From an optimization exercise on the open Yosys and OpenROAD flow, aimed at small area, a short achievable clock period and few clock cycles per item; shortcuts taken in it are not production practice.
Only simulation tests tie the RTL to the original design; equivalence was not proved.
Power and IR drop assume default switching activity.

===== flow/design.v =====
`default_nettype none
package tega_pkg;
    localparam int GROUP_SIZE = 10;
    localparam int RAW_W      = 16;
    localparam int SUM_W      = 21;    
    localparam int MEAN_W     = 17;
    localparam int MSD_W      = 7;
    localparam int CFG_ADDR_W = 3;
    localparam int CFG_DATA_W = 17;
    localparam int S_DATA_W   = 32;
    localparam int M_DATA_W   = 24;
    localparam int M_USER_W   = 2;
    localparam logic [CFG_ADDR_W-1:0] CFG_OFFSET_Y      = 3'd0;
    localparam logic [CFG_ADDR_W-1:0] CFG_OFFSET_Z      = 3'd1;
    localparam logic [CFG_ADDR_W-1:0] CFG_BAND_UPPER    = 3'd2;
    localparam logic [CFG_ADDR_W-1:0] CFG_BAND_LOWER    = 3'd3;
    localparam logic [CFG_ADDR_W-1:0] CFG_MIN_SIGN_DIFF = 3'd4;
    localparam logic signed [MEAN_W-1:0] BAND_UPPER_RST    = 17'sd134;
    localparam logic signed [MEAN_W-1:0] BAND_LOWER_RST    = -17'sd17;
    localparam logic [MSD_W-1:0]         MIN_SIGN_DIFF_RST = 7'd5;
endpackage
`default_nettype wire
`default_nettype none
import tega_pkg::*;
module tega_prep
(
    input  wire logic                    aclk,
    input  wire logic                    aresetn,
    input  wire logic                    take,      
    input  wire logic [S_DATA_W-1:0]     s_tdata,
    input  wire logic signed [RAW_W-1:0] off_y,
    input  wire logic signed [RAW_W-1:0] off_z,
    output logic                         t_v,       
    output logic [2:0]                   t_zc,      
    output logic [2:0]                   t_yc,      
    output logic [RAW_W-1:0]             t_z        
);
    function automatic logic ult8(input logic [7:0] a, input logic [7:0] b);
        logic [7:0] l0, e0;
        logic [3:0] l1, e1;
        logic [1:0] l2, e2;
        for (int i = 0; i < 8; i++) begin
            l0[i] = !a[i] && b[i];
            e0[i] = a[i] == b[i];
        end
        for (int i = 0; i < 4; i++) begin
            l1[i] = l0[2*i+1] || (e0[2*i+1] && l0[2*i]);
            e1[i] = e0[2*i+1] && e0[2*i];
        end
        for (int i = 0; i < 2; i++) begin
            l2[i] = l1[2*i+1] || (e1[2*i+1] && l1[2*i]);
            e2[i] = e1[2*i+1] && e1[2*i];
        end
        ult8 = l2[1] || (e2[1] && l2[0]);
    endfunction
    logic [RAW_W-1:0] y_ob, oy_ob, z_ob, oz_ob;
    logic             y_lt_hi, y_lt_lo, z_gt_hi, z_lt_lo;
    always_comb begin
        y_ob    = {~s_tdata[RAW_W-1], s_tdata[RAW_W-2:0]};
        oy_ob   = {~off_y[RAW_W-1], off_y[RAW_W-2:0]};
        z_ob    = {~s_tdata[2*RAW_W-1], s_tdata[2*RAW_W-2:RAW_W]};
        oz_ob   = {~off_z[RAW_W-1], off_z[RAW_W-2:0]};
        y_lt_hi = ult8(y_ob[15:8], oy_ob[15:8]);
        y_lt_lo = ult8(y_ob[7:0], oy_ob[7:0]);
        z_gt_hi = ult8(oz_ob[15:8], z_ob[15:8]);
        z_lt_lo = ult8(z_ob[7:0], oz_ob[7:0]);
    end
    always_ff @(posedge aclk) begin
        if (!aresetn) begin
            t_v <= 1'b0;
        end else begin
            t_v <= take;
        end
    end
    always_ff @(posedge aclk) begin
        t_yc  <= {y_lt_hi, y_ob[15:8] == oy_ob[15:8], y_lt_lo};
        t_z   <= s_tdata[2*RAW_W-1:RAW_W];
        t_zc  <= {z_gt_hi, z_ob[15:8] == oz_ob[15:8], !z_lt_lo};
    end
endmodule
`default_nettype wire
`default_nettype none
import tega_pkg::*;
module tega_accum
(
    input  wire logic                  aclk,
    input  wire logic                  aresetn,
    input  wire logic                  s_tvalid,
    input  wire logic                  t_v,
    input  wire logic [2:0]            t_zc,
    input  wire logic [2:0]            t_yc,
    input  wire logic [RAW_W-1:0]      t_z,
    input  wire logic signed [RAW_W-1:0] off_z,
    input  wire logic [2:0]            msd_c,     
    input  wire logic                  busy_n,    
    output logic                       s_tready,
    output logic                       take,
    output logic                       close,
    output logic signed [SUM_W-1:0]    sum,
    output logic                       osc
);
    logic                    rdy;
    logic signed [SUM_W-1:0] acc;
    logic [3:0]              cnt;
    logic [3:0]              ncnt;
    logic                    ok;
    logic                    last;
    logic [3:0]              cnt_n;
    logic [3:0]              ncnt_sum;
    logic [2:0]              hdiff;    
    logic [SUM_W-1:0]        opa, opb;
    logic                    t_neg;    
    always_comb begin
        take     = s_tvalid && rdy;
        t_neg    = t_yc[2] || (t_yc[1] && t_yc[0]);
        ok       = t_v && (t_zc[2] || (t_zc[1] && t_zc[0]));    
        last     = (cnt == 4'd9);
        close    = ok && last;
        cnt_n    = ok ? (last ? 4'd0 : cnt + 4'd1) : cnt;
        opa      = SUM_W'($signed(t_z ^ {RAW_W{t_neg}}));
        opb      = SUM_W'($signed(off_z ^ {RAW_W{!t_neg}}));
        sum      = acc + opa + opb + SUM_W'(1);
        ncnt_sum = ncnt + 4'(t_neg);
        hdiff    = (ncnt_sum >= 4'd5) ? 3'(ncnt_sum - 4'd5) : 3'(4'd5 - ncnt_sum);
        osc      = hdiff < msd_c;
    end
    always_ff @(posedge aclk) begin
        if (!aresetn) begin
            rdy  <= 1'b1;
            acc  <= '0;
            cnt  <= '0;
            ncnt <= '0;
        end else begin
            rdy <= !((cnt_n == 4'd9 || (cnt_n == 4'd8 && take)) && busy_n);
            cnt <= cnt_n;
            if (ok) begin
                acc  <= last ? '0 : sum;
                ncnt <= last ? '0 : ncnt_sum;
            end
        end
    end
    assign s_tready = rdy;
endmodule
`default_nettype wire
`default_nettype none
import tega_pkg::*;
module tega_close
(
    input  wire logic                     aclk,
    input  wire logic                     aresetn,
    input  wire logic                     close,
    input  wire logic signed [SUM_W-1:0]  sum,
    input  wire logic                     osc,
    input  wire logic signed [MEAN_W-1:0] band_hi,
    input  wire logic signed [MEAN_W-1:0] band_lo,
    input  wire logic                     m_tready,
    output logic                          busy_n,
    output logic                          m_tvalid,
    output logic [MEAN_W-1:0]             mean,
    output logic                          in_band,
    output logic                          oscillating
);
    localparam int QW = SUM_W - 1;    
    logic [QW-1:0] g;           
    logic [3:0]    rem;
    logic [2:0]    ph;
    logic          vld;
    logic          osc_r;
    logic          inb_r;       
    logic          hi_lt, hi_eq, hi_m1;
    logic          lo_gt, lo_eq;
    function automatic logic [4:0] div_bit(input logic [3:0] r, input logic b);
        logic       q;
        logic [2:0] d;    
        q    = r[3] || (r[2] && (r[1] || r[0]));
        d[2] = (!r[3] && r[2] && !r[1] && !r[0]) || (r[3] && r[0]);
        d[1] = (!r[3] && !r[2] && r[1]) || (r[2] && r[1] && r[0]) || (r[3] && !r[0]);
        d[0] = (!r[3] && !r[2] && r[0]) || (r[2] && r[1] && !r[0]) || (r[3] && !r[0]);
        div_bit = {q, d, b};
    endfunction
    logic [QW-1:0] hi_ob, lo_ob;
    assign hi_ob = {~band_hi[MEAN_W-1], {(QW-MEAN_W){band_hi[MEAN_W-1]}}, band_hi[MEAN_W-2:0]};
    assign lo_ob = {~band_lo[MEAN_W-1], {(QW-MEAN_W){band_lo[MEAN_W-1]}}, band_lo[MEAN_W-2:0]};
    logic [3:0]  qb;
    logic [3:0]  rem_n;
    logic [3:0]  hb, lb;
    logic        hi_lt_n, hi_eq_n, hi_m1_n, lo_gt_n, lo_eq_n;
    logic        rnd;
    logic        inb;
    logic [MEAN_W-1:0] m_inc;
    logic [2:0]  ph_n;
    logic        vld_n;
    always_comb begin
        logic [4:0] s;
        logic [3:0] r;
        logic       a;
        logic       cy, c;
        r = rem;
        for (int i = 0; i < 4; i++) begin
            s = div_bit(r, g[QW-1-i]);
            qb[3-i] = s[4];
            r = s[3:0];
        end
        rem_n = r;
        case (ph)
            3'd2:    begin hb = hi_ob[19:16]; lb = lo_ob[19:16]; end
            3'd3:    begin hb = hi_ob[15:12]; lb = lo_ob[15:12]; end
            3'd4:    begin hb = hi_ob[11:8];  lb = lo_ob[11:8];  end
            3'd5:    begin hb = hi_ob[7:4];   lb = lo_ob[7:4];   end
            default: begin hb = hi_ob[3:0];   lb = lo_ob[3:0];   end
        endcase
        hi_lt_n = hi_lt; hi_eq_n = hi_eq; hi_m1_n = hi_m1;
        lo_gt_n = lo_gt; lo_eq_n = lo_eq;
        for (int i = 3; i >= 0; i--) begin
            a = (ph == 3'd2 && i == 3) ? !g[i] : g[i];
            hi_m1_n = (hi_eq_n && !a && hb[i]) || (hi_m1_n && a && !hb[i]);
            hi_lt_n = hi_lt_n || (hi_eq_n && !a && hb[i]);
            hi_eq_n = hi_eq_n && (a == hb[i]);
            lo_gt_n = lo_gt_n || (lo_eq_n && a && !lb[i]);
            lo_eq_n = lo_eq_n && (a == lb[i]);
        end
        rnd   = g[QW-1] && (rem != 4'd0);    
        inb   = (rnd ? (hi_lt_n && !hi_m1_n) : hi_lt_n) && (rnd ? (lo_gt_n || lo_eq_n) : lo_gt_n);
        cy = rnd;
        for (int k = 0; k < (MEAN_W + 3) / 4; k++) begin
            c = cy;
            for (int i = 4 * k; i < 4 * k + 4 && i < MEAN_W; i++) begin
                m_inc[i] = g[i] ^ c;
                c        = c && g[i];
            end
            if (4 * k + 4 <= MEAN_W) cy = cy && (&g[4*k +: 4]);
        end
        ph_n   = close ? 3'd1 : (ph == 3'd6) ? 3'd0 : (ph != 3'd0) ? ph + 3'd1 : 3'd0;
        vld_n  = (ph == 3'd6) || (vld && !m_tready);
        busy_n = (ph_n != 3'd0) || vld_n;
    end
    always_ff @(posedge aclk) begin
        if (close) begin
            g     <= osc ? '0 : sum[QW-1:0];
            rem   <= (!osc && sum[SUM_W-1]) ? 4'd9 : 4'd0;
            osc_r <= osc;
            hi_lt <= 1'b0; hi_eq <= 1'b1; hi_m1 <= 1'b0;
            lo_gt <= 1'b0; lo_eq <= 1'b1;
        end else if (ph >= 3'd1 && ph <= 3'd5) begin
            g     <= {g[QW-5:0], qb};
            rem   <= rem_n;
            if (ph != 3'd1) begin
                hi_lt <= hi_lt_n; hi_eq <= hi_eq_n; hi_m1 <= hi_m1_n;
                lo_gt <= lo_gt_n; lo_eq <= lo_eq_n;
            end
        end else if (ph == 3'd6) begin
            g[MEAN_W-1:0] <= (inb && inb_r) ? '0 : m_inc;
        end
    end
    always_ff @(posedge aclk) begin
        if (!aresetn) begin
            ph       <= '0;
            vld      <= 1'b0;
            inb_r    <= 1'b0;
        end else begin
            ph  <= ph_n;
            vld <= vld_n;
            if (ph == 3'd6) inb_r <= inb;
        end
    end
    assign m_tvalid    = vld;
    assign mean        = g[MEAN_W-1:0];
    assign in_band     = inb_r;
    assign oscillating = osc_r;
endmodule
`default_nettype wire
`default_nettype none
import tega_pkg::*;
module tilt_error_group_averager
(
    input  wire logic                  aclk,
    input  wire logic                  aresetn,
    input  wire logic                  cfg_we,
    input  wire logic [CFG_ADDR_W-1:0] cfg_addr,
    input  wire logic [CFG_DATA_W-1:0] cfg_wdata,
    input  wire logic                  s_tvalid,
    output logic                       s_tready,
    input  wire logic [S_DATA_W-1:0]   s_tdata,    
    output logic                       m_tvalid,
    input  wire logic                  m_tready,
    output logic [M_DATA_W-1:0]        m_tdata,    
    output logic [M_USER_W-1:0]        m_tuser     
);
    logic signed [RAW_W-1:0]  off_y;
    logic signed [RAW_W-1:0]  off_z;
    logic signed [MEAN_W-1:0] band_hi;
    logic signed [MEAN_W-1:0] band_lo;
    logic [2:0]               msd_c;    
    function automatic logic [2:0] msd_class(input logic [MSD_W-1:0] v);
        logic sat;    
        sat = (v[6:4] != 3'd0) || (v[3] && (v[2] || (v[1] && v[0])));
        msd_class = sat ? 3'd6 : v[3:1] + 3'(v[0]);
    endfunction
    logic [CFG_DATA_W-1:0] wd;
    logic [4:0]            upd;
    always_comb begin
        wd = aresetn ? cfg_wdata : '0;
        for (int k = 0; k < 5; k++) begin
            upd[k] = !aresetn || (cfg_we && cfg_addr == CFG_ADDR_W'(k));
        end
    end
    always_ff @(posedge aclk) begin
        if (upd[CFG_OFFSET_Y])      off_y   <= wd[RAW_W-1:0];
        if (upd[CFG_OFFSET_Z])      off_z   <= wd[RAW_W-1:0];
        if (upd[CFG_BAND_UPPER])    band_hi <= aresetn ? wd[MEAN_W-1:0] : BAND_UPPER_RST;
        if (upd[CFG_BAND_LOWER])    band_lo <= aresetn ? wd[MEAN_W-1:0] : BAND_LOWER_RST;
        if (upd[CFG_MIN_SIGN_DIFF]) msd_c   <= aresetn ? msd_class(cfg_wdata[MSD_W-1:0])
                                                       : msd_class(MIN_SIGN_DIFF_RST);
    end
    logic                    busy_n;
    logic                    take;
    logic                    t_v;
    logic [2:0]              t_yc;
    logic [2:0]              t_zc;
    logic [RAW_W-1:0]        t_z;
    logic                    close;
    logic signed [SUM_W-1:0] sum;
    logic                    osc;
    logic [MEAN_W-1:0]       mean;
    logic                    in_band, oscillating;
    tega_prep u_prep (
        .aclk     (aclk),
        .aresetn  (aresetn),
        .take     (take),
        .s_tdata  (s_tdata),
        .off_y    (off_y),
        .off_z    (off_z),
        .t_v      (t_v),
        .t_zc     (t_zc),
        .t_yc     (t_yc),
        .t_z      (t_z)
    );
    tega_accum u_accum (
        .aclk     (aclk),
        .aresetn  (aresetn),
        .s_tvalid (s_tvalid),
        .t_v      (t_v),
        .t_zc     (t_zc),
        .t_yc     (t_yc),
        .t_z      (t_z),
        .off_z    (off_z),
        .msd_c    (msd_c),
        .busy_n   (busy_n),
        .s_tready (s_tready),
        .take     (take),
        .close    (close),
        .sum      (sum),
        .osc      (osc)
    );
    tega_close u_close (
        .aclk        (aclk),
        .aresetn     (aresetn),
        .close       (close),
        .sum         (sum),
        .osc         (osc),
        .band_hi     (band_hi),
        .band_lo     (band_lo),
        .m_tready    (m_tready),
        .busy_n      (busy_n),
        .m_tvalid    (m_tvalid),
        .mean        (mean),
        .in_band     (in_band),
        .oscillating (oscillating)
    );
    assign m_tdata = {{(M_DATA_W-MEAN_W){1'b0}}, mean};
    assign m_tuser = {oscillating, in_band};
endmodule
`default_nettype wire

===== flow/flow/run.sh =====
#!/bin/bash
# Standard ORFS layout with three changes to how it is made:
#  - synthesis maps the logic with an area-only ABC script (flow/abc_area.script) and leaves
#    adders to ABC instead of mapping full and half adders first; the registers and every
#    other synthesis step are those of the standard synthesis;
#  - the port buffers are buf_1 cells;
#  - timing repair aims for extra setup slack (flow/extra.mk).
# Each step's full output is in synth.log and standard.log here, and ORFS's own logs.
set -euo pipefail
cp -r "$FLOW_HOME/scripts" scripts_area
cp flow/abc_area.script scripts_area/abc_area.script
cat flow/extra.mk >> config.mk
bash standard.sh SCRIPTS_DIR="$PWD/scripts_area" ADDER_MAP_FILE= synth > synth.log 2>&1
bash standard.sh > standard.log 2>&1

===== flow/flow/abc_area.script =====
strash
dch
map -a
strash
dch
map -a
topo
stime -c
buffer -c
upsize -c
dnsize -c

===== flow/flow/extra.mk =====
export BUFFER_PORTS_ARGS = -buffer_cell sky130_fd_sc_hd__buf_1
export SETUP_SLACK_MARGIN = 8.4
export TNS_END_PERCENT = 100

===== flow/standard.sh =====
#!/bin/bash
# synth_recipe.tcl (not shown) runs the flow's synth.tcl, then flattens the netlist and writes it again
# the make line also repeats each setting of config.mk as NAME=value (left out here)
make -C /OpenROAD-flow-scripts/flow DESIGN_CONFIG=/design/flow/config.mk WORK_HOME=/design/flow/orfs CLKGATE_MAP_FILE= SYNTH_SCRIPT=/design/flow/synth_recipe.tcl "${@:-finish}"

===== flow/config.mk =====
export PLATFORM = sky130hd
export DESIGN_NAME = tilt_error_group_averager
export DESIGN_NICKNAME = tilt_error_group_averager
export VERILOG_FILES = /design/flow/design.v
export SDC_FILE = /design/flow/constraint.sdc
export NUM_CORES = 4
export LEC_CHECK = 0
export ABC_AREA = 1
export CAP_MARGIN = 20
export CORE_MARGIN = 2
export CORE_UTILIZATION = 40
export CTS_BUF_LIST = sky130_fd_sc_hd__clkbuf_8
export SLEW_MARGIN = 20
export BUFFER_PORTS_ARGS = -buffer_cell sky130_fd_sc_hd__buf_1
export SETUP_SLACK_MARGIN = 8.4
export TNS_END_PERCENT = 100

===== flow/constraint.sdc =====
create_clock -name core_clock -period 12.0 [get_ports {aclk}]
set_input_delay 2.4000 -clock core_clock [delete_from_list [all_inputs] [get_ports {aclk}]]
set_output_delay 2.4000 -clock core_clock [all_outputs]
set_load 0.01 [all_outputs]

==> results.py, run 1 <==
metrics = {
    "outcome": {
        "status": "timing/DRC/antenna clean",
    },
    "sta": {
        "hold_slack_ps": 475,
        "fin_crit_sh_pct": 29.8,
        "slew_headroom_pct": 34.2,
        "max_freq_mhz": 279,
        "rsz0062_at_grt": "true",
        "tns_ps": 0,
        "hold_viol": 0,
        "period_needed_ps": 3580,
        "worstMarginPinSlew_ps": 987,
        "setup_viol": 0,
        "slew_violations": 0,
        "fin_worst_skew_ps": 18.0,
    },
    "power_and_ir_drop": {
        "switching_power_w": 0.000579,
        "internal-power_w": 0.000967,
        "p_seq_share_pct": 43.3,
        "power_density_nw_per_um2": 150,
        "power_frac_comb_pct": 34.0,
        "swShare_pct": 37.5,
        "power.leakage_nw": 4.41,
        "clkPwrFrac_pct": 22.8,
        "peakVddDrop_mv": 0.0786,
    },
    "grt": {
        "grt_pass1_vias": 6863,
        "grt_overflow": 0,
        "grt_pass1_wl_mm": 36.1,
        "antenna_found_initial": 0,
        "grt_max_degree": 48,
        "grt_use_total_pct": 19.4,
    },
    "layout": {
        "nets": 1296,
        "syn2layout_area_growth_pct": 14.7,
        "seqCellArea_um2": 4090,
        "drive_above_1_share_pct": 12.9,
        "diodes": 0,
        "final_util_pct": 47.0,
        "multi_input_area_um2": 4110,
        "fill_cells": 2184,
    },
    "setup_path": {
        "critical_path_peak_fanout": 4,
        "critPathLaunchType": "flop",
        "worstPathArrival_ps": 3910,
        "end_kind": "flop",
        "required_ps": 12330,
        "ff2ff_path_depth": 23,
        "r2r-end": "u_accum.acc[14]",
        "r2r_slack_ps": 8420,
        "timing.rr.start": "u_prep.t_yc[1]",
        "path_class": "flop to flop",
    },
    "routing": {
        "vias_per_cell": 5.02,
        "antenna_left": 0,
        "drtPass1Iterations": 6,
        "drc": 0,
        "wl_per_cell_um": 15.7,
        "drt_iter0_markers": 606,
        "num_vias": 7697,
        "wl_met3_mm": 1.30,
        "route.met2.wl_mm": 11.3,
        "highest_layer": "met4",
        "wl_met1_mm": 11.1,
        "drt_wl_total_mm": 24.0,
    },
    "min_path": {
        "hold_class": "flop to flop",
        "hold_path.startpoint": "u_close.lo_eq",
        "holdPathStages": 2,
        "min_to": "u_close.lo_eq",
    },
    "clocking": {
        "cts.clk_slew.worst_paths_ps": 90,
        "ctsHoldBuffers": 0,
        "clock_latency_ps": 470,
        "tritoncts.num_buffers": 17,
        "h-tree-depth": 4,
        "cts_sinks": 157,
        "cts_tree": "built",
        "cts_buffer_depth": 2,
        "cts-root-buf": "clkbuf_8",
    },
    "synth": {
        "seq_area_frac_synth_pct": 45.6,
        "ys_top_cells_by_count": "217 x nor2_1, 189 x inv_1, 169 x nand2_1",
        "synth_cell_types": 62,
        "yosysTopAreaCell": "edfxtp_1",
        "syn_area_um2": 8960,
        "async_flop_share_pct": 0,
        "yosys_warnings": 4,
        "ys_seq_elements": 157,
        "synth_edf_count": 94,
        "synthCells": 1152,
        "synth_ff_type": "edfxtp_1",
        "syn_area_per_cell_um2": 7.78,
        "yosysMostFrequentCell": "nor2_1",
        "yosysTopAreaCellShare_pct": 31.5,
        "synthTopCellsByArea": "edfxtp_1 31%, dfxtp_1 14%, nor2_1 9.1%, inv_1 7.9%, nand2_1 7.1%",
    },
    "job": {
        "cap_violations": 0,
    },
    "floorplan": {
        "fp.dieW_um": 154,
        "io_pins": 85,
        "rows": 54,
        "die-height_um": 154,
        "coreArea_um2": 21900,
        "start_util_pct": 40.9,
        "dieArea_um2": 23600,
    },
    "placed_design": {
        "gp_congestion": 0.875,
        "place_hpwl_mm": 17.3,
        "portBuffers": 77,
    },
}
[registers in the layout, indices dropped and copies added (netlist names)]
register       count
u_close.ph         3
u_close.hi_eq      1
u_close.lo_eq      1
band_lo           17
off_z             16
msd_c              3
u_close.lo_gt      1
u_close.vld        1
band_hi           17
u_close.hi_m1      1
u_close.inb_r      1
off_y             16
u_prep.t_z        16
u_prep.t_yc        3
u_close.g         20
u_accum.cnt        4
u_accum.ncnt       4
u_prep.t_zc        3
u_close.rem        4
u_prep.t_v         1
u_accum.rdy        1
u_close.osc_r      1
u_close.hi_lt      1
u_accum.acc       21
[worst max path at each step]
stage                    from  depth (start not counted)  slack, ps               to
2_1_floorplan         aresetn                          8       8410      u_accum.rdy
3_3_place_gp          aresetn                          8       8050      u_accum.rdy
3_5_place_dp    u_close.ph[2]                         20       7940    u_close.g[14]
4_1_cts          u_close.g[2]                          1       8410       m_tdata[2]
5_1_grt        u_prep.t_yc[1]                         23       8210  u_accum.acc[14]
6_report       u_prep.t_yc[1]                         23       8420  u_accum.acc[14]
[layout make-up]
cell class	instances	share of cell area, %
inverters	197	7.31
clock inverters	15	0.998
repair buffers	122	6.22
clock buffers	17	2.28
flip-flops and latches	157	39.8
multi-input cells	743	39.9
repair inverters	1	0.0730
well taps	280	3.41
[critical path, stage by stage (launching register included)]
cell       delay, ps
dfxtp_2          340
a21oi_4          290
buf_6            170
xor2_2            70
nor2_2           150
inv_2             70
nand2_2          100
nand2_4           70
o21ai_4          140
nand2_2          110
nand3_2          110
nand4_4          100
a31oi_4          220
a21oi_2           90
or4_1            420
nand2_2          120
inv_2             50
nor4_4           180
a2111oi_4         60
xnor2_1          160
buf_4            160
inv_2             40
a22oi_2          150
nor2_1            70
[power by group through the flow]
| stage | clock (W) | sequential [W] | combinational (W) |
|---|---|---|---|
| floorplan | 0 | 0.000665 | 0.000353 |
| global placement | 0 | 0.000681 | 0.000437 |
| detailed placement | 0 | 0.000680 | 0.000443 |
| CTS | 0.000357 | 0.000668 | 0.000454 |
| global route | 0.000376 | 0.000675 | 0.000585 |
| finish | 0.000352 | 0.000669 | 0.000525 |
[repair_timing]
action | 4_1_cts | 5_1_grt
pin swaps | 2 | 23
endpoints found under the setup margin | 30 | 30
hold endpoints to repair | 0 | 0
cloned | 0 | 1
buffers inserted | 4 | 37
resized for setup | 7 | 70
[per-stage QoR]
step / instance area, um^2 / power, W / cells / setup WS, ps
6_report: 10300 / 0.00155 / 1532 / 8420
5_1_grt: 10300 / 0.00164 / 1532 / 8210
4_1_cts: 9740 / 0.00148 / 1494 / 8410
3_5_place_dp: 9350 / 0.00112 / 1458 / 7940
3_3_place_gp: 9350 / 0.00112 / 1458 / 8050
2_1_floorplan: 9010 / 0.00102 / 1158 / 8410
[kinds of logic after synthesis]
group                  share of synthesized area (%)
buffers and inverters                           11.9
XOR/XNOR                                        3.52
other                                         0.0418
flip-flops                                      45.6
AND/OR/NAND/NOR                                 21.9
AO/OA/AOI/OAI                                   17.0
[cells in the final DEF, fill, tap and decap left out, types with 5 or more instances in the layout]
cell and count:
edfxtp_1 94, a31oi_1 7, inv_2 9, or2_2 5
a32oi_1 8, xor2_1 27, dfxtp_2 5, nor2_1 201
dfxtp_1 58, buf_1 77, o21ai_0 59, and2_1 5
o22ai_1 23, nand2_1 164, xnor2_1 8, inv_1 187
a22oi_1 38, nor2_2 9, clkinvlp_4 6, nand2_2 7
nor3_1 20, conb_1 7, clkbuf_8 17, buf_4 41
a21oi_1 46, nor2_4 8, nand3_1 18
[per-layer routing]
layer / vias to the layer above / global-route usage [%]
li1: 3951 / -
met1: 3516 / 27.4
met2: 204 / 30.5
met3: 26 / 3.58
met4: 0 / 5.59
met5: - / 0
Testbench counts, summed over its fixed seeds: cycles 25,664, samples 25,600.
==> run 2, diff against run 1 <==
==> flow/flow/abc_area.script (replaced) <==
strash
dch
map -a
topo
stime -c
upsize -c
dnsize -c
==> results.py, run 2 <==
metrics = {
    "layout": {
        "largest_reg_flops": 21,
        "final_area_um2": 10300,
        "top_register": "u_accum.acc",
        "layout_commonest_cell": "nor2_1",
        "final_util_pct": 46.9,
        "diodes": 0,
        "syn2layout_area_growth_pct": 14.4,
        "layout.cells.most_common_list": "233 x nor2_1, 190 x nand2_1, 189 x clkinv_1",
        "drive_above_1_share_pct": 10.3,
        "reg_top3": "u_accum.acc (21), u_close.g (20)",
        "nets": 1325,
    },
    "routing": {
        "wl_per_cell_um": 15.1,
        "antenna_left": 0,
        "drt_iter0_markers": 623,
        "drt_wl_total_mm": 23.5,
        "num_vias": 7913,
        "drc": 0,
        "drtPass1Iterations": 8,
        "vias_per_cell": 5.07,
    },
    "sta": {
        "tns_ps": 0,
        "fin_worst_skew_ps": 23.3,
        "rsz0062_at_grt": "true",
        "slew_headroom_pct": 40.8,
        "worstMarginPinSlew_ps": 887,
        "setup_viol": 0,
        "hold_slack_ps": 487,
        "fin_crit_sh_pct": 29.7,
        "hold_viol": 0,
        "slew_violations": 0,
        "period_needed_ps": 3560,
        "max_freq_mhz": 281,
    },
    "outcome": {
        "status": "timing/DRC/antenna clean",
    },
    "power_and_ir_drop": {
        "internal-power_w": 0.000920,
        "power_frac_comb_pct": 26.3,
        "switching_power_w": 0.000508,
        "swShare_pct": 35.6,
        "clkPwrFrac_pct": 29.1,
        "power_density_nw_per_um2": 139,
        "p_seq_share_pct": 44.5,
        "power.leakage_nw": 3.84,
        "peakVddDrop_mv": 0.0701,
    },
    "floorplan": {
        "rows": 54,
        "start_util_pct": 41.0,
        "dieArea_um2": 23700,
        "coreArea_um2": 22000,
        "die-height_um": 154,
        "fp.dieW_um": 154,
        "io_pins": 85,
    },
    "placed_design": {
        "gp_congestion": 0.858,
        "portBuffers": 77,
        "place_hpwl_mm": 17.5,
        "place_area_um2": 9490,
    },
    "grt": {
        "grt_overflow": 0,
        "grt_max_degree": 52,
        "use_met1_pct": 28.3,
        "gr-usage-met3_pct": 3.24,
        "use_met2_pct": 30.9,
        "grt_pass1_wl_mm": 36.9,
        "grt_pass1_vias": 6969,
        "antenna_found_initial": 0,
        "grt_use_total_pct": 19.7,
        "busiest_layer": "met2",
    },
    "clocking": {
        "clock_latency_ps": 480,
        "cts_buffer_depth": 2,
        "cts_tree": "built",
        "cts_sinks": 157,
        "tritoncts.num_buffers": 17,
        "cts-root-buf": "clkbuf_8",
        "cts.clk_slew.worst_paths_ps": 100,
        "ctsHoldBuffers": 0,
        "h-tree-depth": 4,
    },
    "synth": {
        "yosysTopAreaCell": "edfxtp_1",
        "synthCells": 1172,
        "async_flop_share_pct": 0,
        "synthMuxAreaShare_pct": 0,
        "ys_seq_elements": 157,
        "yosysTopAreaCellShare_pct": 31.3,
        "synth-compound-area-share_pct": 16.5,
        "syn_area_um2": 9000,
        "synthTopCellsByArea": "edfxtp_1 31%, dfxtp_1 14%, nor2_1 10%, clkinv_1 8.2%, nand2_1 7.9%",
        "ys_top_cells_by_count": "248 x nor2_1, 196 x clkinv_1, 190 x nand2_1",
        "synth_xor_xnor_area_share_pct": 4.07,
        "synth_cell_types": 53,
        "yosys.area_share.adder_pct": 0,
        "yosysMostFrequentCell": "nor2_1",
        "yosys_warnings": 4,
        "synth_top_family_by_area": "simple AND/OR/NAND/NOR gates",
        "syn_area_per_cell_um2": 7.68,
        "synth_edf_count": 94,
        "yosys.area_share.simple_pct": 22.8,
        "seq_area_frac_synth_pct": 45.4,
        "synth_ff_type": "edfxtp_1",
    },
    "setup_path": {
        "crit_buf_inv": 1,
        "end_kind": "primary output",
        "worstPathArrival_ps": 1160,
        "critPathLaunchType": "flop",
        "path_delay_family": "flip-flops",
        "critical_path_peak_fanout": 5,
        "cp_slowest_cell": "dfxtp_2",
        "slowest_delay_ps": 500,
        "path_class": "flop to primary output",
        "required_ps": 9600,
        "crit_chain": "buf_1",
    },
    "min_path": {
        "hold_class": "flop to flop",
    },
    "job": {
        "cap_violations": 0,
    },
}
## run 2: cell count changes in the layout (fill, tap and decap cells not counted), sizes merged, moves of 5 or more
cell    change
a22oi      +18
a32oi       -5
buf        -13
clkinv    +186
inv       -177
nand2      +16
nand3       +8
nor2       +31
nor3        -6
o21ai      -16
o22ai       -7
## run 2: area by class of cell
cell class | instances | area (um^2)
Fill cell | 2184 | 11700
Clock inverter | 15 | 176
Sequential cell | 157 | 4090
Inverter | 204 | 779
Multi-Input combinational cell | 780 | 4150
Tap cell | 280 | 350
Timing Repair Buffer | 108 | 526
Clock buffer | 17 | 234
## run 2: worst reg2reg max path, delay by kind of cell, from the launching register on
family / cells / cell delay, ps
AND/OR/NAND/NOR: 9 / 820
flip-flops: 1 / 340
buffers and inverters: 6 / 770
XOR/XNOR: 1 / 230
AO/OA/AOI/OAI: 6 / 1160
## run 2: through the flow
step	std cells	worst slack (ps)	power (W)
global placement	1502	7890	0.000989
CTS	1542	8440	0.00140
floorplan	1178	8250	0.000900
finish	1561	8440	0.00143
detailed placement	1502	7850	0.000992
global route	1561	8320	0.00150
## run 2: routing by layer
| metal | vias up | part of all wire, % |
|---|---|---|
| li1 | 4053 | - |
| met1 | 3637 | 48 |
| met2 | 197 | 45 |
| met3 | 26 | 4.7 |
| met4 | 0 | 1.7 |
| met5 | - | 0 |
## run 2: power groups by stage
stage               Sequential (W)  Clock, W  Combinational (W)
floorplan                 0.000637         0           0.000263
global placement          0.000649         0           0.000340
detailed placement        0.000648         0           0.000344
CTS                       0.000636  0.000418           0.000350
global route              0.000640  0.000443           0.000419
finish                    0.000636  0.000416           0.000376
## run 2: worst paths after layout
check | startpoint | end | slack (ps) | cells past startpoint
worst max-delay path | u_close.inb_r | m_tuser[0] | 8440 | 1
worst min register to register | u_close.hi_lt | u_close.hi_lt | 490 | 2
worst min-delay path | u_close.hi_lt | u_close.hi_lt | 490 | 2
worst max register to register | u_prep.t_yc[0] | u_accum.acc[19] | 8570 | 22
## run 2: timing repair
action                                  CTS  global route
buffers inserted                          8            17
endpoints found under the setup margin   68            26
pin swaps                                 2            13
hold endpoints to repair                  0             0
gates resized for setup                  15            33
gates cloned                              0             2
## run 2: logic make-up (layout without fill, tap and decap cells)
kind of cell,Yosys count,after routing
AO/OA/AOI/OAI,221,223
XOR/XNOR,41,41
buffers and inverters,243,344
AND/OR/NAND/NOR,509,509
other,1,7
flip-flops,157,157
==> run 3, diff against run 2 <==
==> flow/flow/abc_area.script (replaced) <==
strash
dch
map -a
topo
stime -c
buffer -c
upsize -c
dnsize -c
==> flow/flow/extra.mk (replaced) <==
export BUFFER_PORTS_ARGS = -buffer_cell sky130_fd_sc_hd__buf_1
export SETUP_SLACK_MARGIN = 8.35
export TNS_END_PERCENT = 100
--- a/flow/config.mk
+++ b/flow/config.mk
@@ -12,5 +12,5 @@
 export CTS_BUF_LIST = sky130_fd_sc_hd__clkbuf_8
 export SLEW_MARGIN = 20
 export BUFFER_PORTS_ARGS = -buffer_cell sky130_fd_sc_hd__buf_1
-export SETUP_SLACK_MARGIN = 8.4
+export SETUP_SLACK_MARGIN = 8.35
 export TNS_END_PERCENT = 100
==> results.py, run 3 <==
metrics = {
    "synth": {
        "syn_area_per_cell_um2": 7.61,
        "ys_seq_elements": 157,
        "yosysMostFrequentCell": "nor2_1",
        "yosys_warnings": 4,
        "yosysTopAreaCell": "edfxtp_1",
        "synth_xor_xnor_area_share_pct": 4.03,
        "synthTopCellsByArea": "edfxtp_1 31%, dfxtp_1 14%, nor2_1 10%, inv_1 8.1%, nand2_1 7.8%",
        "yosys.area_share.adder_pct": 0,
        "synthMuxAreaShare_pct": 0,
        "synthCells": 1194,
        "syn_area_um2": 9090,
        "synth-compound-area-share_pct": 16.2,
        "async_flop_share_pct": 0,
        "yosysTopAreaCellShare_pct": 31.1,
        "synth_cell_types": 56,
        "synth_ff_type": "edfxtp_1",
        "ys_top_cells_by_count": "244 x nor2_1, 195 x inv_1, 190 x nand2_1",
        "seq_area_frac_synth_pct": 44.9,
        "synth_edf_count": 94,
        "synth_top_family_by_area": "simple AND/OR/NAND/NOR gates",
        "yosys.area_share.simple_pct": 22.7,
    },
    "setup_path": {
        "crit_buf_inv": 1,
        "worstSetupPathDepth": 1,
        "end_kind": "primary output",
        "ff2ff_path_depth": 18,
        "r2r-end": "u_close.rem[3]",
        "critPathLaunchType": "flop",
        "slowest_delay_ps": 530,
        "required_ps": 9600,
        "critical_path_peak_fanout": 6,
        "cp_slowest_cell": "edfxtp_1",
        "worstPathArrival_ps": 1180,
        "timing.rr.start": "u_prep.t_yc[1]",
        "path_delay_family": "flip-flops",
        "r2r_slack_ps": 8590,
        "path_class": "flop to primary output",
        "crit_chain": "buf_1",
    },
    "sta": {
        "setup_viol": 0,
        "fin_worst_skew_ps": 13.0,
        "period_needed_ps": 3580,
        "slew_headroom_pct": 42.1,
        "hold_viol": 0,
        "setup_slack_ps": 8420,
        "tns_ps": 0,
        "worstMarginPinSlew_ps": 865,
        "rsz0062_at_grt": "true",
        "fin_crit_sh_pct": 29.8,
        "slew_violations": 0,
        "max_freq_mhz": 279,
    },
    "min_path": {
        "hold_class": "flop to flop",
        "hold_path.startpoint": "u_close.hi_lt",
        "min_to": "u_close.hi_lt",
        "holdPathStages": 2,
    },
    "layout": {
        "nets": 1320,
        "largest_reg_flops": 21,
        "drive_above_1_share_pct": 9.01,
        "diodes": 0,
        "layout.cells.most_common_list": "234 x nor2_1, 195 x inv_1, 190 x nand2_1",
        "fill_cells": 2262,
        "syn2layout_area_growth_pct": 12.5,
        "multi_input_area_um2": 4060,
        "reg_top3": "u_accum.acc (21), u_close.g (20)",
        "layout_commonest_cell": "nor2_1",
        "top_register": "u_accum.acc",
        "seqCellArea_um2": 4080,
    },
    "routing": {
        "num_vias": 7816,
        "vias_per_cell": 5.01,
        "wl_per_cell_um": 15.0,
        "drtPass1Iterations": 5,
        "antenna_left": 0,
        "drt_iter0_markers": 661,
        "drc": 0,
        "drt_wl_total_mm": 23.5,
    },
    "grt": {
        "grt_pass1_wl_mm": 36.9,
        "grt_max_degree": 38,
        "antenna_found_initial": 0,
        "grt_use_total_pct": 19.9,
        "grt_overflow": 0,
        "grt_pass1_vias": 7221,
    },
    "power_and_ir_drop": {
        "power_frac_comb_pct": 26.3,
        "p_seq_share_pct": 44.5,
        "internal-power_w": 0.000926,
        "power_density_nw_per_um2": 140,
        "swShare_pct": 35.2,
        "peakVddDrop_mv": 0.0596,
        "power.leakage_nw": 4.44,
        "switching_power_w": 0.000504,
        "clkPwrFrac_pct": 29.2,
    },
    "outcome": {
        "status": "timing/DRC/antenna clean",
    },
    "clocking": {
        "h-tree-depth": 4,
        "cts_tree": "built",
        "cts.clk_slew.worst_paths_ps": 100,
        "cts_sinks": 157,
        "cts-root-buf": "clkbuf_8",
        "cts_buffer_depth": 2,
        "clock_latency_ps": 480,
        "ctsHoldBuffers": 0,
        "tritoncts.num_buffers": 17,
    },
    "floorplan": {
        "io_pins": 85,
        "die-height_um": 155,
        "fp.dieW_um": 155,
        "start_util_pct": 40.4,
        "dieArea_um2": 23900,
        "rows": 55,
        "coreArea_um2": 22500,
    },
    "placed_design": {
        "post-place-ws_ps": 7960,
        "portBuffers": 77,
        "gp_congestion": 0.861,
        "place_hpwl_mm": 17.5,
    },
    "job": {
        "cap_violations": 0,
    },
}
[run 3: cell count changes after synthesis, sizes merged]
cell and delta:
buf -10, inv +195, clkinv -195, clkbuf +32
[run 3: power by group through the flow]
stage               registers, W  logic (W)  clock network [W]
floorplan               0.000636   0.000260                  0
global placement        0.000649   0.000339                  0
detailed placement      0.000648   0.000342                  0
CTS                     0.000637   0.000350           0.000425
global route            0.000641   0.000420           0.000448
finish                  0.000637   0.000376           0.000417
[run 3: routing by layer]
layer	wire length, um	up-vias	GRT usage (%)
li1	-	4004	-
met1	10700	3578	26.8
met2	11100	205	32.9
met3	1210	29	3.31
met4	447	0	6.13
met5	0	-	0
[run 3: repair_timing]
action,CTS,global route
setup buffers,5,16
resized for setup,1,29
setup endpoints to repair,19,27
pin swaps,1,7
[run 3: layout make-up]
cell class | count | share of cell area (%)
tap | 285 | 3.49
sequential | 157 | 40.0
multi-input combinational | 778 | 39.7
clock inverter | 14 | 1.69
inverter | 204 | 7.53
clock buffer | 18 | 2.42
timing repair buffer | 105 | 5.20
[run 3: through the flow]
stage / instances / instance area, um^2 / total power, W / utilization, % / hold WS (ps)
6_report: 1561 / 10200 / 0.00143 / 45.4 / 482
5_1_grt: 1561 / 10200 / 0.00151 / 45.4 / 509
4_1_cts: 1545 / 9960 / 0.00141 / 44.2 / 492
3_5_place_dp: 1508 / 9490 / 0.000990 / 42.2 / 467
3_3_place_gp: 1508 / 9490 / 0.000989 / 42.2 / 453
2_1_floorplan: 1200 / 9120 / 0.000896 / - / 437
[run 3: cell families (layout without fill, tap and decap cells)]
kind of cell / Yosys count / count (layout)
buf+inv: 265 / 341
simple gates: 509 / 509
xor+xnor: 41 / 41
flops: 157 / 157
compound gates: 221 / 221
other cells: 1 / 7
[run 3: worst max path at each step]
stage	from	to	slack [ps]
finish	u_close.g[1]	m_tdata[1]	8420
global route	u_prep.t_yc[1]	u_accum.acc[20]	8280
CTS	u_close.g[2]	m_tdata[2]	8370
detailed placement	aresetn	off_y[4]	7960
global placement	aresetn	off_y[4]	7980
floorplan	cfg_addr[2]	band_hi[0]	8240
==> run 4, diff against run 3 <==
==> flow/flow/extra.mk (replaced) <==
export BUFFER_PORTS_ARGS = -buffer_cell sky130_fd_sc_hd__buf_1
export SETUP_SLACK_MARGIN = 8.4
export TNS_END_PERCENT = 100
--- a/flow/config.mk
+++ b/flow/config.mk
@@ -6,11 +6,11 @@
 export NUM_CORES = 4
 export LEC_CHECK = 0
 export ABC_AREA = 1
-export CAP_MARGIN = 20
+export CAP_MARGIN = 0
 export CORE_MARGIN = 2
 export CORE_UTILIZATION = 40
 export CTS_BUF_LIST = sky130_fd_sc_hd__clkbuf_8
-export SLEW_MARGIN = 20
+export SLEW_MARGIN = 0
 export BUFFER_PORTS_ARGS = -buffer_cell sky130_fd_sc_hd__buf_1
-export SETUP_SLACK_MARGIN = 8.35
+export SETUP_SLACK_MARGIN = 8.4
 export TNS_END_PERCENT = 100
==> results.py, run 4 <==
metrics = {
    "sta": {
        "max_freq_mhz": 282,
        "fin_crit_sh_pct": 29.6,
        "tns_ps": 0,
        "hold_viol": 0,
        "setup_viol": 0,
        "period_needed_ps": 3550,
        "setup_slack_ps": 8450,
        "slew_violations": 0,
        "rsz0062_at_grt": "true",
        "slew_headroom_pct": 37.7,
        "worstMarginPinSlew_ps": 931,
        "hold_slack_ps": 487,
        "fin_worst_skew_ps": 16.4,
    },
    "clocking": {
        "h-tree-depth": 4,
        "cts-root-buf": "clkbuf_8",
        "cts.clk_slew.worst_paths_ps": 100,
        "ctsHoldBuffers": 0,
        "cts_buffer_depth": 2,
        "clock_latency_ps": 460,
        "tritoncts.num_buffers": 17,
        "cts_tree": "built",
        "cts_sinks": 157,
    },
    "setup_path": {
        "worstSetupPathDepth": 1,
        "cp_slowest_cell": "edfxtp_1",
        "crit_chain": "clkbuf_2",
        "path_delay_family": "flip-flops",
        "ff2ff_path_depth": 21,
        "path_class": "flop to primary output",
        "required_ps": 9600,
        "worstPathArrival_ps": 1150,
        "crit_buf_inv": 1,
        "critical_path_peak_fanout": 5,
        "slowest_delay_ps": 510,
        "end_kind": "primary output",
        "critPathLaunchType": "flop",
    },
    "placed_design": {
        "place_area_um2": 9490,
        "gp_congestion": 0.850,
        "portBuffers": 77,
        "place_hpwl_mm": 17.2,
        "post-place-ws_ps": 8110,
    },
    "synth": {
        "syn_area_per_cell_um2": 7.61,
        "async_flop_share_pct": 0,
        "syn_area_um2": 9090,
        "ys_seq_elements": 157,
        "yosysTopAreaCellShare_pct": 31.1,
        "synth_ff_type": "edfxtp_1",
        "synth_cell_types": 56,
        "seq_area_frac_synth_pct": 44.9,
        "synthCells": 1194,
        "yosys_warnings": 4,
        "ys_top_cells_by_count": "244 x nor2_1, 195 x inv_1, 190 x nand2_1",
        "yosysMostFrequentCell": "nor2_1",
        "yosysTopAreaCell": "edfxtp_1",
        "synth_edf_count": 94,
        "synthTopCellsByArea": "edfxtp_1 31%, dfxtp_1 14%, nor2_1 10%, inv_1 8.1%, nand2_1 7.8%",
    },
    "power_and_ir_drop": {
        "swShare_pct": 35.8,
        "power_frac_comb_pct": 26.0,
        "peakVddDrop_mv": 0.0695,
        "clkPwrFrac_pct": 28.5,
        "p_seq_share_pct": 45.5,
        "power_density_nw_per_um2": 137,
        "power.leakage_nw": 4.45,
        "internal-power_w": 0.000897,
        "switching_power_w": 0.000500,
    },
    "routing": {
        "drt_iter0_markers": 448,
        "antenna_left": 0,
        "wl_per_cell_um": 14.9,
        "num_vias": 7786,
        "vias_per_cell": 4.98,
        "drtPass1Iterations": 5,
        "drt_wl_total_mm": 23.3,
        "drc": 0,
    },
    "floorplan": {
        "fp.dieW_um": 155,
        "start_util_pct": 40.4,
        "rows": 55,
        "io_pins": 85,
        "die-height_um": 155,
        "coreArea_um2": 22500,
        "dieArea_um2": 23900,
    },
    "grt": {
        "grt_pass1_vias": 7294,
        "grt_pass1_wl_mm": 36.8,
        "grt_use_total_pct": 19.7,
        "antenna_found_initial": 0,
        "grt_max_degree": 43,
        "grt_overflow": 0,
    },
    "job": {
        "cap_violations": 0,
    },
    "layout": {
        "layout.cells.most_common_list": "237 x nor2_1, 195 x inv_1, 189 x nand2_1",
        "diodes": 0,
        "syn2layout_area_growth_pct": 12.5,
        "drive_above_1_share_pct": 9.14,
        "final_area_um2": 10200,
        "final_util_pct": 45.4,
        "top_register": "u_accum.acc",
        "layout_commonest_cell": "nor2_1",
        "reg_top3": "u_accum.acc (21), u_close.g (20)",
        "nets": 1324,
        "largest_reg_flops": 21,
    },
    "min_path": {
        "hold_class": "flop to flop",
        "holdPathStages": 2,
    },
    "outcome": {
        "status": "timing/DRC/antenna clean",
    },
}
-- run 4: cell counts after synthesis --
Identical to the previous run, type by type.
-- run 4: timing repair --
| action | 4_1_cts | 5_1_grt |
|---|---|---|
| buffers inserted | 8 | 17 |
| pin swaps | 1 | 10 |
| resized for setup | 1 | 26 |
| endpoints found under the setup margin | 20 | 28 |
-- run 4: per-layer routing --
layer  routed length [um]  track usage (%)  up-vias
li1                     -                -     4019
met1                10700             25.7     3541
met2                10900             33.1      191
met3                 1040             3.59       35
met4                  572             6.35        0
met5                    0                0        -
-- run 4: logic make-up after synthesis --
group	after synthesis	share of synthesized area, %
other	1	0.0413
buffers and inverters	265	12.1
xor gates and xnor gates	41	4.03
DFF	157	44.9
and+or+nand+nor	509	22.7
AOI/OAI and AO/OA	221	16.2
-- run 4: final timing paths --
check                       from  slack, ps        endpoint
setup / recovery    u_close.g[6]       8450      m_tdata[6]
hold / removal     u_close.hi_lt        490   u_close.hi_lt
setup reg to reg  u_prep.t_yc[1]       8630  u_close.rem[3]
hold reg to reg    u_close.hi_lt        490   u_close.hi_lt
-- run 4: metrics by stage --
stage	total power (W)	std cells
final	0.00140	1565
after global routing	0.00148	1565
after CTS	0.00139	1548
after detailed placement	0.000987	1508
after global placement	0.000986	1508
after floorplan	0.000896	1200
-- run 4: cell type report --
class                           instances  area (um^2)
Clock buffer                           17          234
Clock inverter                         15          173
Fill cell                            2248        12300
Inverter                              204          769
Multi-Input combinational cell        778         4050
Sequential cell                       157         4080
Tap cell                              285          357
Timing Repair Buffer                  109          556
-- run 4: power by group through the flow --
stage	clock (W)	sequential (W)	combinational, W
6_report	0.000398	0.000636	0.000363
5_1_grt	0.000432	0.000639	0.000408
4_1_cts	0.000409	0.000636	0.000346
3_5_place_dp	0	0.000648	0.000339
3_3_place_gp	0	0.000649	0.000337
2_1_floorplan	0	0.000636	0.000260
==> run 5, diff against run 4 <==
--- a/flow/config.mk
+++ b/flow/config.mk
@@ -6,11 +6,12 @@
 export NUM_CORES = 4
 export LEC_CHECK = 0
 export ABC_AREA = 1
-export CAP_MARGIN = 0
+export CAP_MARGIN = 20
 export CORE_MARGIN = 2
 export CORE_UTILIZATION = 40
 export CTS_BUF_LIST = sky130_fd_sc_hd__clkbuf_8
-export SLEW_MARGIN = 0
+export GPL_ROUTABILITY_DRIVEN = 0
+export SLEW_MARGIN = 20
 export BUFFER_PORTS_ARGS = -buffer_cell sky130_fd_sc_hd__buf_1
 export SETUP_SLACK_MARGIN = 8.4
 export TNS_END_PERCENT = 100
==> results.py, run 5 <==
metrics = {
    "floorplan": {
        "start_util_pct": 40.4,
        "fp.dieW_um": 155,
        "dieArea_um2": 23900,
        "io_pins": 85,
        "coreArea_um2": 22500,
        "rows": 55,
        "die-height_um": 155,
    },
    "synth": {
        "seq_area_frac_synth_pct": 44.9,
        "yosysMostFrequentCell": "nor2_1",
        "yosysTopAreaCell": "edfxtp_1",
        "syn_area_um2": 9090,
        "ys_seq_elements": 157,
        "async_flop_share_pct": 0,
        "yosys_warnings": 4,
        "syn_area_per_cell_um2": 7.61,
        "ys_top_cells_by_count": "244 x nor2_1, 195 x inv_1, 190 x nand2_1",
        "synth_edf_count": 94,
        "synth_cell_types": 56,
        "synthCells": 1194,
        "synth_ff_type": "edfxtp_1",
        "synthTopCellsByArea": "edfxtp_1 31%, dfxtp_1 14%, nor2_1 10%, inv_1 8.1%, nand2_1 7.8%",
        "yosysTopAreaCellShare_pct": 31.1,
    },
    "layout": {
        "largest_reg_flops": 21,
        "nets": 1325,
        "syn2layout_area_growth_pct": 13.6,
        "reg_top3": "u_accum.acc (21), u_close.g (20)",
        "layout_commonest_cell": "nor2_1",
        "layout.cells.most_common_list": "234 x nor2_1, 193 x inv_1, 189 x nand2_1",
        "top_register": "u_accum.acc",
        "diodes": 0,
        "drive_above_1_share_pct": 9.99,
    },
    "routing": {
        "num_vias": 7802,
        "highest_layer": "met4",
        "wl_per_cell_um": 14.8,
        "drc": 0,
        "wl_met3_mm": 1.13,
        "drt_wl_total_mm": 23.2,
        "drtPass1Iterations": 5,
        "drt_iter0_markers": 604,
        "antenna_left": 0,
        "vias_per_cell": 4.98,
        "wl_met1_mm": 10.9,
        "route.met2.wl_mm": 10.7,
    },
    "grt": {
        "grt_pass1_vias": 7122,
        "grt_overflow": 0,
        "antenna_found_initial": 0,
        "grt_max_degree": 33,
        "grt_use_total_pct": 19.3,
        "grt_pass1_wl_mm": 36.4,
    },
    "sta": {
        "fin_worst_skew_ps": 18.1,
        "setup_viol": 0,
        "rsz0062_at_grt": "true",
        "fin_crit_sh_pct": 29.8,
        "tns_ps": 0,
        "slew_headroom_pct": 40.7,
        "period_needed_ps": 3580,
        "hold_viol": 0,
        "max_freq_mhz": 279,
        "slew_violations": 0,
        "worstMarginPinSlew_ps": 887,
    },
    "setup_path": {
        "cp-startpoint": "u_close.inb_r",
        "critPathLaunchType": "flop",
        "end_kind": "primary output",
        "path_class": "flop to primary output",
        "critical_path_peak_fanout": 4,
        "worstPathArrival_ps": 1180,
        "crit_chain": "buf_1",
        "cp_slowest_cell": "dfxtp_1",
        "crit_buf_inv": 1,
        "required_ps": 9600,
        "path_delay_family": "flip-flops",
        "slowest_delay_ps": 520,
        "timing.rr.start": "off_z[15]",
    },
    "power_and_ir_drop": {
        "finalPower_w": 0.00144,
        "peakVddDrop_mv": 0.0639,
        "power.leakage_nw": 4.46,
        "power_density_nw_per_um2": 140,
    },
    "min_path": {
        "hold_path.startpoint": "u_close.hi_lt",
        "hold_class": "flop to flop",
    },
    "clocking": {
        "tritoncts.num_buffers": 17,
        "cts_tree": "built",
        "cts-root-buf": "clkbuf_8",
        "cts_buffer_depth": 2,
        "cts_sinks": 157,
        "cts.clk_slew.worst_paths_ps": 110,
        "clock_latency_ps": 470,
        "h-tree-depth": 4,
    },
    "job": {
        "cap_violations": 0,
    },
    "outcome": {
        "status": "timing/DRC/antenna clean",
    },
    "placed_design": {
        "portBuffers": 77,
        "place_hpwl_mm": 16.9,
    },
}
[run 5: repair_timing]
action                     in CTS  in global routing
hold endpoints to repair        0                  0
setup endpoints to repair      46                 52
setup buffers                   5                 19
pin swaps                       1                 10
gates resized for setup         2                 39
hold buffers                    0                  0
cloned                          0                  2
[run 5: per-stage QoR]
step | utilization [%] | area (um^2) | setup slack, ps | instances | hold slack, ps
after floorplan | - | 9130 | 8240 | 1200 | 437
after global placement | 42.2 | 9490 | 7940 | 1508 | 456
after detailed placement | 42.2 | 9490 | 7880 | 1508 | 461
after CTS | 44.3 | 9970 | 8410 | 1545 | 488
after global routing | 45.9 | 10300 | 8320 | 1566 | 512
final | 45.9 | 10300 | 8420 | 1566 | 482
[run 5: cell families (layout without fill, tap and decap cells)]
| kind of cell | count (synthesis) | after routing | synth area share [%] |
|---|---|---|---|
| XOR/XNOR | 41 | 41 | 4.03 |
| flip-flops | 157 | 157 | 44.9 |
| other | 1 | 7 | 0.0413 |
| buffers and inverters | 265 | 345 | 12.1 |
| AND/OR/NAND/NOR | 509 | 509 | 22.7 |
| AO/OA/AOI/OAI | 221 | 222 | 16.2 |
[run 5: final timing paths]
kind | to | slack (ps) | cells past startpoint
worst min-delay path | u_close.hi_lt | 480 | 2
worst max-delay path | m_tuser[0] | 8420 | 1
worst max register to register | u_accum.acc[19] | 8640 | 18
worst min register to register | u_close.hi_lt | 480 | 2
[run 5: area by class of cell]
cell class	count	area, um^2
clock inverter	15	195
inverter	204	773
multi-input combinational	779	4120
sequential	157	4080
timing repair inverter	1	5.00
fill	2256	12200
timing repair buffer	108	551
clock buffer	17	234
tap	285	357
[run 5: report_power, final]
part | switching, W | internal, W
logic | 0.000244 | 0.000138
clock network | 0.000246 | 0.000179
registers | 0.0000251 | 0.000611
[run 5: metal layers]
metal  vias to the layer above  global-route usage [%]
met2                       201                    32.2
met4                         0                    5.07
met3                        23                    3.08
li1                       4031                       -
met5                         -                       0
met1                      3547                    26.4
==> run 6, diff against run 5 <==
--- a/flow/config.mk
+++ b/flow/config.mk
@@ -10,7 +10,6 @@
 export CORE_MARGIN = 2
 export CORE_UTILIZATION = 40
 export CTS_BUF_LIST = sky130_fd_sc_hd__clkbuf_8
-export GPL_ROUTABILITY_DRIVEN = 0
 export SLEW_MARGIN = 20
 export BUFFER_PORTS_ARGS = -buffer_cell sky130_fd_sc_hd__buf_1
 export SETUP_SLACK_MARGIN = 8.4
==> results.py, run 6 <==
metrics = {
    "setup_path": {
        "crit_chain": "clkbuf_2",
        "critical_path_peak_fanout": 5,
        "required_ps": 9600,
        "end_kind": "primary output",
        "path_delay_family": "flip-flops",
        "worstPathArrival_ps": 1150,
        "path_class": "flop to primary output",
        "cp_slowest_cell": "edfxtp_1",
        "crit_buf_inv": 1,
        "critPathLaunchType": "flop",
        "slowest_delay_ps": 510,
    },
    "clocking": {
        "tritoncts.num_buffers": 17,
        "cts_tree": "built",
        "cts-root-buf": "clkbuf_8",
        "ctsHoldBuffers": 0,
        "cts_sinks": 157,
        "cts.clk_slew.worst_paths_ps": 100,
        "cts_buffer_depth": 2,
        "clock_latency_ps": 460,
        "h-tree-depth": 4,
    },
    "sta": {
        "max_freq_mhz": 282,
        "hold_viol": 0,
        "tns_ps": 0,
        "fin_crit_sh_pct": 29.6,
        "worstMarginPinSlew_ps": 931,
        "hold_slack_ps": 487,
        "period_needed_ps": 3550,
        "slew_headroom_pct": 37.7,
        "setup_viol": 0,
        "rsz0062_at_grt": "true",
        "slew_violations": 0,
        "fin_worst_skew_ps": 16.4,
    },
    "layout": {
        "diodes": 0,
        "largest_reg_flops": 21,
        "top_register": "u_accum.acc",
        "drive_above_1_share_pct": 9.14,
        "final_util_pct": 45.4,
        "layout.cells.most_common_list": "237 x nor2_1, 195 x inv_1, 189 x nand2_1",
        "nets": 1324,
        "fill_cells": 2248,
        "seqCellArea_um2": 4080,
        "layout_commonest_cell": "nor2_1",
        "reg_top3": "u_accum.acc (21), u_close.g (20)",
        "syn2layout_area_growth_pct": 12.5,
        "multi_input_area_um2": 4050,
    },
    "floorplan": {
        "rows": 55,
        "io_pins": 85,
        "coreArea_um2": 22500,
        "die-height_um": 155,
        "start_util_pct": 40.4,
        "fp.dieW_um": 155,
        "dieArea_um2": 23900,
    },
    "placed_design": {
        "place_hpwl_mm": 17.2,
        "gp_congestion": 0.850,
        "portBuffers": 77,
    },
    "synth": {
        "yosysTopAreaCell": "edfxtp_1",
        "ys_seq_elements": 157,
        "yosys_warnings": 4,
        "yosysTopAreaCellShare_pct": 31.1,
        "synth_ff_type": "edfxtp_1",
        "synthCells": 1194,
        "synth_cell_types": 56,
        "yosysMostFrequentCell": "nor2_1",
        "ys_top_cells_by_count": "244 x nor2_1, 195 x inv_1, 190 x nand2_1",
        "seq_area_frac_synth_pct": 44.9,
        "synth_edf_count": 94,
        "syn_area_um2": 9090,
        "syn_area_per_cell_um2": 7.61,
        "synthTopCellsByArea": "edfxtp_1 31%, dfxtp_1 14%, nor2_1 10%, inv_1 8.1%, nand2_1 7.8%",
        "async_flop_share_pct": 0,
    },
    "routing": {
        "wl_per_cell_um": 14.9,
        "drtPass1Iterations": 5,
        "antenna_left": 0,
        "vias_per_cell": 4.98,
        "drt_wl_total_mm": 23.3,
        "num_vias": 7786,
        "drt_iter0_markers": 448,
        "drc": 0,
    },
    "grt": {
        "antenna_found_initial": 0,
        "grt_max_degree": 43,
        "grt_use_total_pct": 19.7,
        "grt_overflow": 0,
        "grt_pass1_vias": 7294,
        "grt_pass1_wl_mm": 36.8,
    },
    "power_and_ir_drop": {
        "peakVddDrop_mv": 0.0695,
        "power.leakage_nw": 4.45,
        "power_density_nw_per_um2": 137,
    },
    "job": {
        "cap_violations": 0,
    },
    "min_path": {
        "hold_class": "flop to flop",
    },
    "outcome": {
        "status": "timing/DRC/antenna clean",
    },
}
-- run 6: cell families (layout without fill, tap and decap cells) --
| logic type | Yosys count | after routing | synth area share, % |
|---|---|---|---|
| AND/OR/NAND/NOR | 509 | 509 | 22.7 |
| buffers and inverters | 265 | 345 | 12.1 |
| AO/OA/AOI/OAI | 221 | 221 | 16.2 |
| flip-flops | 157 | 157 | 44.9 |
| XOR/XNOR | 41 | 41 | 4.03 |
| other | 1 | 7 | 0.0413 |
-- run 6: area by class of cell --
| cell class | instances | share of cell area (%) |
|---|---|---|
| repair buffers | 109 | 5.43 |
| clock buffers | 17 | 2.29 |
| well taps | 285 | 3.49 |
| multi-input cells | 778 | 39.6 |
| inverters | 204 | 7.52 |
| flip-flops and latches | 157 | 39.9 |
| clock inverters | 15 | 1.69 |
-- run 6: stage by stage --
step	instances	area [um^2]	setup slack, ps	total power, W
final	1565	10200	8450	0.00140
after global routing	1565	10200	8320	0.00148
after CTS	1548	9960	8410	0.00139
after detailed placement	1508	9490	8110	0.000987
after global placement	1508	9490	8160	0.000986
after floorplan	1200	9130	8240	0.000896
-- run 6: repair_timing --
| item | 4_1_cts | 5_1_grt |
|---|---|---|
| pin swaps | 1 | 10 |
| resized for setup | 1 | 26 |
| setup endpoints to repair | 20 | 28 |
| setup buffers | 8 | 17 |
-- run 6: where the power goes --
part	switching [W]	leakage, nW	total (W)	internal [W]
logic	0.000235	2.83	0.000363	0.000128
clock network	0.000240	0.199	0.000398	0.000158
registers	0.0000251	1.42	0.000636	0.000611
-- run 6: final timing paths --
kind | from | end | slack [ps] | cells past startpoint
setup / recovery | u_close.g[6] | m_tdata[6] | 8450 | 1
hold / removal | u_close.hi_lt | u_close.hi_lt | 490 | 2
setup reg to reg | u_prep.t_yc[1] | u_close.rem[3] | 8630 | 21
hold reg to reg | u_close.hi_lt | u_close.hi_lt | 490 | 2
-- run 6: metal layers --
layer	routed length [um]	part of all wire [%]	track usage, %
met1	10700	46	25.7
met2	10900	47	33.1
met3	1040	4.5	3.59
met4	572	2.5	6.35
met5	0	0	0
==> run 7, diff against run 6 <==
==> flow/flow/extra.mk (replaced) <==
export BUFFER_PORTS_ARGS = -buffer_cell sky130_fd_sc_hd__buf_1
export SETUP_SLACK_MARGIN = 8.4
export TNS_END_PERCENT = 50
--- a/flow/config.mk
+++ b/flow/config.mk
@@ -13,4 +13,4 @@
 export SLEW_MARGIN = 20
 export BUFFER_PORTS_ARGS = -buffer_cell sky130_fd_sc_hd__buf_1
 export SETUP_SLACK_MARGIN = 8.4
-export TNS_END_PERCENT = 100
+export TNS_END_PERCENT = 50
==> results.py, run 7 <==
metrics = {
    "clocking": {
        "h-tree-depth": 4,
        "clock_latency_ps": 470,
        "tritoncts.num_buffers": 17,
        "cts_buffer_depth": 2,
        "ctsHoldBuffers": 0,
        "cts_tree": "built",
        "cts.clk_slew.worst_paths_ps": 110,
        "cts-root-buf": "clkbuf_8",
        "cts_sinks": 157,
    },
    "placed_design": {
        "place_hpwl_mm": 17.4,
        "place_area_um2": 9490,
        "portBuffers": 77,
        "post-place-ws_ps": 7900,
        "gp_congestion": 0.843,
    },
    "layout": {
        "drive_above_1_share_pct": 10.1,
        "largest_reg_flops": 21,
        "layout.cells.most_common_list": "234 x nor2_1, 194 x inv_1, 188 x nand2_1",
        "diodes": 0,
        "final_area_um2": 10400,
        "syn2layout_area_growth_pct": 14.2,
        "top_register": "u_accum.acc",
        "fill_cells": 2237,
        "layout_commonest_cell": "nor2_1",
        "reg_top3": "u_accum.acc (21), u_close.g (20)",
        "nets": 1327,
    },
    "floorplan": {
        "coreArea_um2": 22500,
        "rows": 55,
        "dieArea_um2": 23900,
        "io_pins": 85,
        "fp.dieW_um": 155,
        "die-height_um": 155,
        "start_util_pct": 40.4,
    },
    "power_and_ir_drop": {
        "power_density_nw_per_um2": 140,
        "power.leakage_nw": 4.47,
        "clkPwrFrac_pct": 29.4,
        "finalPower_w": 0.00146,
        "internal-power_w": 0.000936,
        "switching_power_w": 0.000519,
        "swShare_pct": 35.7,
        "peakVddDrop_mv": 0.0767,
        "p_seq_share_pct": 43.8,
        "power_frac_comb_pct": 26.8,
    },
    "routing": {
        "drtPass1Iterations": 7,
        "wl_per_cell_um": 15.1,
        "antenna_left": 0,
        "drt_iter0_markers": 684,
        "drt_wl_total_mm": 23.6,
        "vias_per_cell": 5.00,
        "num_vias": 7835,
        "drc": 0,
    },
    "synth": {
        "syn_area_per_cell_um2": 7.61,
        "syn_area_um2": 9090,
        "ys_seq_elements": 157,
        "synthTopCellsByArea": "edfxtp_1 31%, dfxtp_1 14%, nor2_1 10%, inv_1 8.1%, nand2_1 7.8%",
        "async_flop_share_pct": 0,
        "yosysTopAreaCell": "edfxtp_1",
        "synthCells": 1194,
        "seq_area_frac_synth_pct": 44.9,
        "yosysTopAreaCellShare_pct": 31.1,
        "yosys_warnings": 4,
        "ys_top_cells_by_count": "244 x nor2_1, 195 x inv_1, 190 x nand2_1",
        "synth_cell_types": 56,
        "synth_ff_type": "edfxtp_1",
        "synth_edf_count": 94,
        "yosysMostFrequentCell": "nor2_1",
    },
    "sta": {
        "slew_violations": 0,
        "hold_slack_ps": 490,
        "fin_crit_sh_pct": 30.6,
        "setup_viol": 0,
        "slew_headroom_pct": 37.2,
        "worstMarginPinSlew_ps": 940,
        "tns_ps": 0,
        "rsz0062_at_grt": "true",
        "max_freq_mhz": 272,
        "period_needed_ps": 3670,
        "hold_viol": 0,
        "fin_worst_skew_ps": 14.7,
        "setup_slack_ps": 8330,
    },
    "grt": {
        "gr-usage-met3_pct": 3.03,
        "antenna_found_initial": 0,
        "grt_use_total_pct": 19.7,
        "busiest_layer": "met2",
        "grt_max_degree": 34,
        "grt_pass1_wl_mm": 36.6,
        "use_met1_pct": 26.7,
        "use_met2_pct": 32.6,
        "grt_overflow": 0,
        "grt_pass1_vias": 7173,
    },
    "setup_path": {
        "worstSetupPathDepth": 1,
        "path_delay_family": "flip-flops",
        "slowest_delay_ps": 610,
        "crit_buf_inv": 1,
        "cp_slowest_cell": "dfxtp_1",
        "worstPathArrival_ps": 1270,
        "critPathLaunchType": "flop",
        "crit_chain": "buf_1",
        "required_ps": 9600,
        "critical_path_peak_fanout": 5,
        "path_class": "flop to primary output",
        "end_kind": "primary output",
        "ff2ff_path_depth": 22,
    },
    "min_path": {
        "hold_class": "flop to flop",
        "holdPathStages": 2,
    },
    "job": {
        "cap_violations": 0,
    },
    "outcome": {
        "status": "timing/DRC/antenna clean",
    },
}
run 7: cell types whose count changed in the layout (fill, tap and decap cells not counted), moves of 2 or more:
cell / before / now
clkinv_4: 0 / 2
inv_6: 3 / 0
inv_8: 4 / 7
nor2_1: 237 / 234
nor2_2: 5 / 8
run 7: cell type report:
| cell class | count | area (um^2) | area share (%) |
|---|---|---|---|
| timing repair buffer | 110 | 554 | 5.34 |
| tap | 285 | 357 | 3.44 |
| clock inverter | 15 | 208 | 2.00 |
| multi-input combinational | 780 | 4170 | 40.2 |
| sequential | 157 | 4090 | 39.4 |
| inverter | 204 | 771 | 7.43 |
| clock buffer | 17 | 234 | 2.26 |
run 7: per-layer routing:
layer  vias up  routed length (um)
met4         0                 443
li1       4035                   -
met2       209               11200
met3        28                1120
met1      3563               10900
met5         -                   0
run 7: logic make-up after synthesis:
family / synth area share [%]
xor gates and xnor gates: 4.03
DFF: 44.9
buffers and inverters: 12.1
AOI/OAI and AO/OA: 16.2
and+or+nand+nor: 22.7
other: 0.0413
run 7: per-stage QoR:
step	instances	utilization [%]
after floorplan	1200	-
after global placement	1507	42.2
after detailed placement	1507	42.2
after CTS	1543	44.3
after global routing	1568	46.1
final	1568	46.1
run 7: repair_timing:
| action | in CTS | in global routing |
|---|---|---|
| pin swaps | 1 | 12 |
| endpoints found under the setup margin | 29 | 80 |
| cloned | 0 | 2 |
| gates resized for setup | 1 | 41 |
| buffers inserted | 4 | 23 |
run 7: power by group through the flow:
stage | clock network (W) | logic (W) | registers [W]
global route | 0.000459 | 0.000434 | 0.000642
floorplan | 0 | 0.000260 | 0.000636
global placement | 0 | 0.000336 | 0.000650
CTS | 0.000434 | 0.000344 | 0.000638
detailed placement | 0 | 0.000338 | 0.000649
finish | 0.000428 | 0.000390 | 0.000638
run 7: final timing paths:
check	slack (ps)	end	start
worst max-delay path	8330	m_tuser[0]	u_close.inb_r
worst min-delay path	490	u_close.hi_eq	u_close.hi_eq
worst max register to register	8630	u_accum.acc[18]	u_prep.t_yc[1]
worst min register to register	490	u_close.hi_eq	u_close.hi_eq

==> separate check: timing with driven ports <==
In the flow no input, the clock included, has a driving cell. The finished layouts below were timed again as built, in two steps.
Step 1: set_driving_cell puts a clkbuf_16 on aclk and a buf_2 on each other input, an assumption about the parent block.
Step 2 times the ports against the registers' clock, not the clock port: input delays grow and output delays shrink by t, the midpoint of the rising clock arrivals with the driver on.
Three values: no drivers, after step 1, after step 2; two values: the first two.
run | shift t [ns] | setup WS [ns]
run 1 | 0.498 | 8.420 / 8.420 / 8.054
run 2 | 0.504 | 8.442 / 8.404 / 8.211
run 3 | 0.512 | 8.420 / 8.378 / 7.983
run 4 | 0.498 | 8.452 / 8.410 / 8.108
run 5 | 0.501 | 8.418 / 8.377 / 8.083
run 6 | 0.498 | 8.452 / 8.410 / 8.108
run 7 | 0.502 | 8.328 / 8.287 / 8.214
After both steps setup and hold are still met in every run listed.
